This is an optimization exercise on Yosys and OpenROAD, whose aim is small area, a short achievable clock period and few clock cycles per item, not a production implementation.
Function was checked by simulation only, so behaviour that the tests miss may differ from the original.
Power figures rest on the tool's default switching activity, not on a simulated workload.

==> job 8620 <==
## pcx_rle_palette_decoder_core
module pcx_rle_palette_decoder_core
#(
   parameter int PALETTE_ENTRIES = PALETTE_ENTRIES_DEF,
   parameter int MAX_DIMENSION   = MAX_DIMENSION_DEF
) (
   input  logic              clock,
   input  logic              reset,
   input  logic              req_valid,
   output logic              req_stall,
   input  logic              req_cmd,
   input  logic [BYTE_W-1:0] req_data_byte,
   input  logic [BYTE_W-1:0] req_pal_index,
   input  logic [BYTE_W-1:0] req_pal_red,
   input  logic [BYTE_W-1:0] req_pal_green,
   input  logic [BYTE_W-1:0] req_pal_blue,
   output logic              rsp_valid,
   input  logic              rsp_stall,
   output logic [BYTE_W-1:0] rsp_red,
   output logic [BYTE_W-1:0] rsp_green,
   output logic [BYTE_W-1:0] rsp_blue,
   output logic              rsp_last_of_burst,
   output logic              rsp_last_of_image,
   input  logic              csr_valid,
   output logic              csr_ready,
   input  logic              csr_index,
   input  logic [CFG_W-1:0]  csr_data
);
export LEC_CHECK = 0
export ABC_CLOCK_PERIOD_IN_PS = 2000
export CAP_MARGIN = 20
export CORE_MARGIN = 2
export CORE_UTILIZATION = 45
export CTS_CLUSTER_DIAMETER = 100
export CTS_CLUSTER_SIZE = 25
export PLACE_DENSITY = 0.55
export SETUP_SLACK_MARGIN = 2.8
export SLEW_MARGIN = 20
export SYNTH_MEMORY_MAX_BITS = 8192
create_clock -name core_clock -period 6.0 [get_ports {clock}]
run.sh (not shown) runs the stock make flow with config.mk's settings and CLKGATE_MAP_FILE= SYNTH_SCRIPT=/design/flow/synth_recipe.tcl, a recipe that flattens the netlist after the stock synthesis.
==> job 7925 (differences from job 8620) <==
--- a/flow/design.v
+++ b/flow/design.v
@@ -32,26 +32,26 @@
 `timescale 1ns / 1ps
 module pcxrle_ram #(
    parameter int WIDTH = 24,
    parameter int DEPTH = 256,
    parameter int GROUPS = 8
 ) (
    input  logic             clock,
-   input  logic             we,
+   input  logic [15:0]      we,
    input  logic [DEPTH-1:0] sel,
    input  logic [WIDTH-1:0] wdata,
    output logic [WIDTH-1:0] rdata
 );
    logic [DEPTH-1:0] dec;
    logic [WIDTH-1:0] row  [DEPTH];
    logic [WIDTH-1:0] lvl0 [DEPTH];
    for (genvar i = 0; i < DEPTH; i++) begin : g_row
       assign dec[i] = sel[i];
       always_ff @(posedge clock) begin
-         if (we & dec[i]) begin
+         if (we[i % 16] & dec[i]) begin
             row[i] <= wdata;
          end
       end
       assign lvl0[i] = row[i] & {WIDTH{dec[i]}};
    end
    localparam int GSZ = DEPTH / GROUPS;
    logic [WIDTH-1:0] grp    [GROUPS];
@@ -87,15 +87,15 @@
    output logic              req_stall,
    input  logic              req_cmd,
    input  logic [BYTE_W-1:0] req_data_byte,
    input  logic [BYTE_W-1:0] req_pal_index,
    input  logic [BYTE_W-1:0] req_pal_red,
    input  logic [BYTE_W-1:0] req_pal_green,
    input  logic [BYTE_W-1:0] req_pal_blue,
-   output logic              pal_we,
+   output logic [15:0]       pal_we,
    output logic [255:0]      pal_sel,
    output logic [RGB_W-1:0]  pal_wdata,
    input  logic [RGB_W-1:0]  pal_rdata,
    output logic              head_valid,
    output logic [RGB_W-1:0]  head_rgb,
    output logic [RUN_W-1:0]  head_n,
    input  logic              pop
@@ -104,39 +104,42 @@
    localparam int CW = $clog2(DEPTH + 1);
    logic              stall_ff;
    logic              take;
    logic [BYTE_W-1:0] idx;
    logic              v1_ff;
    logic              cmd1_ff;
    logic [255:0]      sel1_ff;
+   logic [15:0]       we1_ff;
    logic [15:0]       hi_oh, lo_oh;
    logic [RGB_W-1:0]  wd1_ff;
    logic              hdr1_ff;
    logic [RUN_W-1:0]  cnt1_ff;
    assign take = req_valid & ~stall_ff;
    assign hi_oh = 16'(1) << idx[7:4];
    assign lo_oh = 16'(1) << idx[3:0];
    assign idx  = (req_cmd == CMD_PALETTE) ? req_pal_index : req_data_byte;
    always_ff @(posedge clock) begin
       if (reset) begin
-         v1_ff <= 1'b0;
+         v1_ff  <= 1'b0;
+         we1_ff <= '0;
       end else begin
-         v1_ff <= take;
+         v1_ff  <= take;
+         we1_ff <= lo_oh & {16{take & (req_cmd == CMD_PALETTE)}};
       end
    end
    always_ff @(posedge clock) begin
       cmd1_ff <= req_cmd;
       for (int i = 0; i < 256; i++) begin
          sel1_ff[i] <= hi_oh[i / 16] & lo_oh[i % 16];
       end
       wd1_ff  <= {req_pal_red, req_pal_green, req_pal_blue};
       hdr1_ff <= (req_data_byte > RUN_MARK);
       cnt1_ff <= RUN_W'(req_data_byte & COUNT_MASK);
    end
-   assign pal_we     = v1_ff & (cmd1_ff == CMD_PALETTE);
+   assign pal_we     = we1_ff;
    assign pal_sel    = sel1_ff;
    assign pal_wdata  = wd1_ff;
    logic             is_data;
    logic             is_header;
    logic [RUN_W-1:0] hdr_count;
    logic             pending_ff;
    logic [RUN_W-1:0] runlen_ff;
@@ -179,15 +182,18 @@
    end
    always_ff @(posedge clock) begin
       if (push3_ff) begin
          q_rgb[wr_ff] <= pal_rdata;
          q_n[wr_ff]   <= n3_ff;
       end
    end
-   assign cnt_in = cnt_ff + CW'(push3_ff) - CW'(pop);
+   logic [CW-1:0] cnt_p0, cnt_m1;
+   assign cnt_p0 = cnt_ff + CW'(push3_ff);
+   assign cnt_m1 = cnt_ff + CW'(push3_ff) - CW'(1);
+   assign cnt_in = pop ? cnt_m1 : cnt_p0;
    logic [CW:0] base;
    logic        ge_hi, ge_mid, ge_lo, stall_in;
    assign base   = (CW+1)'(cnt_ff) + (CW+1)'(push3_ff) + (CW+1)'(push);
    assign ge_hi  = (base >= (CW+1)'(DEPTH + 1));
    assign ge_mid = (base >= (CW+1)'(DEPTH));
    assign ge_lo  = (base >= (CW+1)'(DEPTH - 1));
    always_comb begin
@@ -282,83 +288,98 @@
          end
       end
    end
    logic             busy_ff;
    logic [3:0]       step_ff;
    logic [TOT_W-1:0] prod_ff;
    logic [DIM_W:0]   psum;
+   logic             prod_is1;
+   assign prod_is1 = (prod_ff == TOT_W'(1));
    assign psum = {1'b0, prod_ff[TOT_W-1:DIM_W]} + (prod_ff[0] ? {1'b0, dim_w} : '0);
    always_ff @(posedge clock) begin
       if (reset) begin
          busy_ff <= 1'b0;
          step_ff <= '0;
          prod_ff <= TOT_W'(32'(DIM_RESET) * 32'(DIM_RESET));
       end else if (csr_v_ff) begin
          busy_ff <= 1'b1;
          step_ff <= '0;
       end else if (busy_ff) begin
          if (step_ff == '0) begin
             prod_ff <= {DIM_W'(0), dim_h};
-         end else begin
+         end else if (step_ff <= 4'(DIM_W)) begin
             prod_ff <= {psum, prod_ff[DIM_W-1:1]};
          end
          step_ff <= step_ff + 4'd1;
-         if (step_ff == 4'(DIM_W)) begin
+         if (step_ff == 4'(DIM_W + 1)) begin
             busy_ff <= 1'b0;
          end
       end
    end
    logic             o_valid_ff;
    logic [RGB_W-1:0] cur_rgb_ff;     
    logic             cur_lob_ff, cur_loi_ff;
    logic [RGB_W-1:0] o_rgb_ff;
    logic             o_lob_ff, o_loi_ff;
    logic [RUN_W-1:0] rem_ff;         
-   logic [CNT_W-1:0] cnt1_ff;        
+   logic             rep_ff;         
+   logic [CNT_W-1:0] cnt2_ff;        
+   logic             last_ff;        
+   logic             cmp_ge, cmp_eq;
    logic             o_free, ready, rep, emit, last;
    logic             nxt_lob;
    logic [RGB_W-1:0] nxt_rgb;
    logic [RUN_W-1:0] n_cur;
    assign o_free  = ~o_valid_ff | ~rsp_stall;
    assign ready   = ~busy_ff & ~csr_v_ff;
-   assign rep     = (rem_ff != '0);
+   assign rep     = rep_ff;
    assign emit    = o_free & ready & (rep | head_valid);
    assign pop     = o_free & ready & ~rep & head_valid;
    assign n_cur   = rep ? rem_ff : head_n;
-   assign last    = ({1'b0, cnt1_ff} >= prod_ff);
+   assign last    = last_ff;
+   assign cmp_ge  = ({1'b0, cnt2_ff} >= prod_ff);
+   assign cmp_eq  = ({1'b0, cnt2_ff} == prod_ff);
    assign nxt_lob = last | (n_cur == RUN_W'(1));
    assign nxt_rgb = rep ? cur_rgb_ff : head_rgb;
    always_ff @(posedge clock) begin
       if (reset) begin
          rem_ff     <= '0;
-         cnt1_ff    <= CNT_W'(1);
+         rep_ff     <= 1'b0;
+         cnt2_ff    <= CNT_W'(2);
+         last_ff    <= 1'b0;
       end else if (emit) begin
          rem_ff     <= last ? '0 : n_cur - RUN_W'(1);
-         cnt1_ff    <= last ? CNT_W'(1) : cnt1_ff + CNT_W'(1);
+         rep_ff     <= ~last & (n_cur != RUN_W'(1));
+         cnt2_ff    <= last ? CNT_W'(2) : cnt2_ff + CNT_W'(1);
+         last_ff    <= last ? prod_is1 : cmp_ge;
+      end else if (busy_ff) begin
+         last_ff    <= cmp_ge & ~cmp_eq;
       end
    end
    always_ff @(posedge clock) begin
       o_valid_ff <= ~reset & (emit | (o_valid_ff & rsp_stall));
    end
    always_ff @(posedge clock) begin
+      if (emit && !rep) begin
+         cur_rgb_ff <= head_rgb;
+      end
       if (emit) begin
-         cur_rgb_ff <= nxt_rgb;
          cur_lob_ff <= nxt_lob;
          cur_loi_ff <= last;
       end
    end
    always_ff @(posedge clock) begin
       if (emit) begin
          o_rgb_ff <= nxt_rgb;
          o_lob_ff <= nxt_lob;
          o_loi_ff <= last;
       end else begin
-         o_rgb_ff <= cur_rgb_ff & {RGB_W{o_valid_ff}};
-         o_lob_ff <= cur_lob_ff & o_valid_ff;
-         o_loi_ff <= cur_loi_ff & o_valid_ff;
+         o_rgb_ff <= cur_rgb_ff;
+         o_lob_ff <= cur_lob_ff;
+         o_loi_ff <= cur_loi_ff;
       end
    end
    assign rsp_valid         = o_valid_ff;
    assign rsp_red           = o_rgb_ff[RGB_W-1 -: BYTE_W];
    assign rsp_green         = o_rgb_ff[2*BYTE_W-1 -: BYTE_W];
    assign rsp_blue          = o_rgb_ff[BYTE_W-1:0];
    assign rsp_last_of_burst = o_lob_ff;
@@ -389,15 +410,15 @@
    output logic              rsp_last_of_burst,
    output logic              rsp_last_of_image,
    input  logic              csr_valid,
    output logic              csr_ready,
    input  logic              csr_index,
    input  logic [CFG_W-1:0]  csr_data
 );
-   logic              pal_we;
+   logic [15:0]       pal_we;
    logic [PALETTE_ENTRIES-1:0] pal_sel;
    logic [RGB_W-1:0]  pal_wdata, pal_rdata;
    logic              head_valid;
    logic [RGB_W-1:0]  head_rgb;
    logic [RUN_W-1:0]  head_n;
    logic              pop;
    assign csr_ready = 1'b1;
==> flow/flow/run.sh (new file) <==
#!/bin/bash
set -euo pipefail
export BUFFER_PORTS_ARGS="-buffer_cell sky130_fd_sc_hd__buf_4"
bash standard.sh > standard_flow.log 2>&1
==> flow/standard.sh (new file) <==
#!/bin/bash
# synth_recipe.tcl (not shown) runs the flow's synth.tcl, then flattens the netlist and writes it again
# the make line also repeats each setting of config.mk as NAME=value (left out here)
make -C /OpenROAD-flow-scripts/flow DESIGN_CONFIG=/design/flow/config.mk WORK_HOME=/design/flow/orfs CLKGATE_MAP_FILE= SYNTH_SCRIPT=/design/flow/synth_recipe.tcl "${@:-finish}"
--- a/flow/config.mk
+++ b/flow/config.mk
@@ -8,10 +8,10 @@
 export ABC_CLOCK_PERIOD_IN_PS = 2000
 export CAP_MARGIN = 20
 export CORE_MARGIN = 2
 export CORE_UTILIZATION = 45
 export CTS_CLUSTER_DIAMETER = 100
 export CTS_CLUSTER_SIZE = 25
 export PLACE_DENSITY = 0.55
-export SETUP_SLACK_MARGIN = 2.8
+export SETUP_SLACK_MARGIN = 3.2
 export SLEW_MARGIN = 20
 export SYNTH_MEMORY_MAX_BITS = 8192
removed: flow/run.sh
==> run summary <==
In job 7925 the worst hold slack is lower than in job 8620, by 170 ps.
Maximum frequency: job 8620 is lower than job 7925 (about 8%).
Against job 8620, the utilization of job 7925 is higher by 0.098 points.
Clock power is about the same in job 7925 and job 8620.
In job 8620 the clock skew is higher than in job 7925, by 4.1 ps.
Synthesized cell count is about the same in job 8620 and job 7925.
Sequential share of layout area is about the same in job 8620 and job 7925.
Against job 7925, the non-clock buffer count of job 8620 is lower by 20.
Critical path depth is the same in job 7925 and job 8620.
In sequential power, job 8620 and job 7925 hardly differ.
Job 8620 went through all stages and came out clean. Job 7925 finished clean.
==> figures <==
                                                               job 8620        job 7925
Result of the run                                        finished clean  finished clean
Antenna diode instance count                                        103              68
Layout clock buffer count                                           522             552
Post-route insts no fill                                         20.96k          21.00k
# resized after CTS                                                  33              57
Power of the clock network                                      25.5 mW         25.8 mW
Fraction of standard cell area in multi-input logic              0.1448          0.1447
Share of the yosys chip area belonging to registers              0.8290          0.8298
Yosys top cell area share                                        0.7766          0.7762
Horizontal extent of the die                                   740.9 um        741.1 um
Max stage delay on crit path                                    1120 ps          800 ps
Cts bufs inserted                                                   319             322
Proportion of power drawn by combinational gates                  0.042           0.035
Mapped Avg Cell Area                                          18.35 um2       18.39 um2
Routed length per instance                                     40.39 um        42.23 um
Nonclk buf count                                                    695             715
Fraction of synthesized area in multiplexers                   0.004291        0.004677
Fraction of the cycle the final worst path needs                 0.5331          0.4906
Utilization after layout                                         0.4913          0.4923
WHS                                                            439.5 ps        266.1 ps
Total non-filler cell area in the finished layout            0.2657 mm2      0.2663 mm2
Adder and majority gate portion of the synthesized area        0.003011        0.002978
Testbench counts of job 8620, summed over its fixed seeds: cycles 39,874, pixels 37,581.
Testbench counts of job 7925, summed over its fixed seeds: cycles 39,874, pixels 37,581.

separate check: timing with driven ports:
In the flow no input, the clock included, has a driving cell. The finished layouts below were timed again as built, in two steps.
Step 1 assumes that a clkbuf_16 drives the clock port and a buf_2 every other input.
Step 2 adds t to the input delays and takes it off the output delays; t is the mean of the earliest and latest rising clock arrival at the registers after step 1. Input paths then give back, and output paths get back, about the clock's delay inside the block.
Three values: ideal, step 1, step 2; two values: the first two.
run | t, ns | setup slack, ns | slew at the worst register clock pin (ns)
job 8620 | 1.148 | 2.801 / 2.761 / 2.100 | 0.11 / 0.11
job 7925 | 1.166 | 3.056 / 2.987 / 2.246 | 0.11 / 0.11
After both steps every run listed still meets setup and hold. The setup slack of job 7925, which loses most, moves by -0.069 ns with the drivers and by -0.810 ns with both steps.
